What follows belongs to an exercise in optimizing a design on an open flow for small area, a short achievable clock period and few clock cycles per item; a production flow would make more cautious choices. Only simulation tests tie the RTL to the original design; equivalence was not proved. No activity file was given, so power comes from the tool's default toggle rates.

Design pel_scaler_top, start of the top module:
module pel_scaler_top #(
    parameter int FLUX  = 2,
    parameter int DEPTH = 4
) (
    input  logic                              clk,
    input  logic                              rst_n,
    input  logic            [FLUX-1:0]        in_write,
    input  pel_pkg::pel_t   [FLUX-1:0]        in_din,
    output logic            [FLUX-1:0]        in_full,
    input  coef_pkg::coef_t [FLUX-1:0]        coef,
    input  logic            [FLUX-1:0]        out_read,
    output pel_pkg::pel_t   [FLUX-1:0]        out_dout,
    output logic            [FLUX-1:0]        out_empty
);
For scale: about 1,400 cells after synthesis, about 150 flip-flops, ~110 I/O pins, about 0.016 mm² of cells after synthesis.
export LEC_CHECK = 0
export CAP_MARGIN = 20
export CORE_MARGIN = 2
export CORE_UTILIZATION = 65
export CTS_BUF_LIST = sky130_fd_sc_hd__clkbuf_4 sky130_fd_sc_hd__clkbuf_8
export CTS_CLUSTER_DIAMETER = 100
export CTS_CLUSTER_SIZE = 30
export GPL_TIMING_DRIVEN = 1
export PLACE_DENSITY = 0.75
export SETUP_SLACK_MARGIN = 4.3
export SLEW_MARGIN = 20
export SYNTH_HIERARCHICAL = 1
create_clock -name core_clock -period 8.0 [get_ports {clk}]
standard.sh (not shown) runs the stock make flow with config.mk's settings and CLKGATE_MAP_FILE= SYNTH_SCRIPT=/design/flow/synth_recipe.tcl, a recipe that flattens the netlist after the stock synthesis.
==> flow/flow/run.sh <==
#!/bin/bash
# the standard layout, with plain buffers (not delay cells) on the ports
bash standard.sh "BUFFER_PORTS_ARGS=-buffer_cell sky130_fd_sc_hd__buf_2" finish > standard.log 2>&1
The first run completed with no timing, DRC or antenna violations.
Testbench counts at the start, summed over its fixed seeds: cycles 8,016, items 16,000.
Then changed:
==> flow/flow/run.sh (replaced) <==
#!/bin/bash
# the standard layout, with plain buffers (not delay cells) on the ports
bash standard.sh "BUFFER_PORTS_ARGS=-buffer_cell sky130_fd_sc_hd__buf_1" finish > standard.log 2>&1
--- a/flow/config.mk
+++ b/flow/config.mk
@@ -10 +10 @@
-export CORE_UTILIZATION = 65
+export CORE_UTILIZATION = 40
@@ -14,3 +14 @@
-export GPL_TIMING_DRIVEN = 1
-export PLACE_DENSITY = 0.75
-export SETUP_SLACK_MARGIN = 4.3
+export SETUP_SLACK_MARGIN = 4
Total power came out lower by a few percent.
Sequential share of layout area falls by 0.56 points.
Area after synthesis stays the same.
Routed wire length went up by a few percent.
Via count falls slightly.
Cell area is lower slightly.
Then changed:
==> flow/flow/run.sh (replaced) <==
#!/bin/bash
# the standard layout, with plain buffers (not delay cells) on the ports
bash standard.sh "BUFFER_PORTS_ARGS=-buffer_cell sky130_fd_sc_hd__buf_2" finish > standard.log 2>&1
--- a/flow/config.mk
+++ b/flow/config.mk
@@ -10 +10 @@
-export CORE_UTILIZATION = 40
+export CORE_UTILIZATION = 65
@@ -14 +14,2 @@
-export SETUP_SLACK_MARGIN = 4
+export PLACE_DENSITY = 0.75
+export SETUP_SLACK_MARGIN = 4.0
@@ -16,0 +18 @@
+export TNS_END_PERCENT = 100
Power rises by 3.4%. Die area shrinks by 38%. Final cell count shrinks by 10%. Non-clock buffer count is lower by 10. Count of clock-buffer cells in the layout is higher by 1. Combinational power went up by about 3%. Global-route usage rises by 10 points. Design area drops by 0.70%. Clock skew increases by 0.0058 ns. Area after synthesis is unchanged.
Then changed:
--- a/flow/config.mk
+++ b/flow/config.mk
@@ -10 +10 @@
-export CORE_UTILIZATION = 65
+export CORE_UTILIZATION = 40
@@ -14,2 +14 @@
-export PLACE_DENSITY = 0.75
-export SETUP_SLACK_MARGIN = 4.0
+export SETUP_SLACK_MARGIN = 4.5
@@ -18 +16,0 @@
-export TNS_END_PERCENT = 100
Outcome:
- The new run produced a clean layout
- routed wire length grows by roughly a tenth
- clock power shrinks by a few percent
- utilization shrinks by 22 points
Then changed:
--- a/flow/config.mk
+++ b/flow/config.mk
@@ -10 +10 @@
-export CORE_UTILIZATION = 40
+export CORE_UTILIZATION = 65
@@ -14 +14,2 @@
-export SETUP_SLACK_MARGIN = 4.5
+export PLACE_DENSITY = 0.75
+export SETUP_SLACK_MARGIN = 4.3
Final cell count shrinks by 14%.
Clock-buffer cell count grows by 1.
Via count shrinks by 3.0%.
Non-clock buffer count shrinks by 95.
Global-route usage grows by 10 points.
Sequential share of layout area grows by 1.6 points.
Total power shrinks by 1.6%.

separate check: timing with driven ports:
No port has a modelled driver above. Below, the same layouts with a new extraction and two added sets of constraints.
Step 1 sets driving cells, clkbuf_16 on the clock port and buf_2 on the other inputs (assumed; they add their load-dependent delay and slew).
Step 2, shift: input delay + t, output delay - t, t = (earliest + latest rising clock arrival at the registers) / 2. This alone moves slack from input paths to output paths.
a / b / c = ideal ports / drivers / drivers and shift; a / b = the first two.
run	t (ns)	slack for setup (ns)	worst hold slack (ns)	latest minus earliest clock arrival (ns)
the first run	0.481	4.293 / 4.248 / 4.324	0.553 / 0.553 / 0.553	0.023 / 0.023
the second run	0.534	4.088 / 4.088 / 4.088	0.497 / 0.497 / 0.497	0.020 / 0.020
the third run	0.487	4.137 / 4.130 / 4.137	0.553 / 0.553 / 0.553	0.026 / 0.026
the fourth run	0.536	4.213 / 4.167 / 4.317	0.524 / 0.524 / 0.524	0.019 / 0.019
the fifth run	0.481	4.293 / 4.248 / 4.324	0.553 / 0.553 / 0.553	0.023 / 0.023
After both steps every run listed still meets setup and hold.
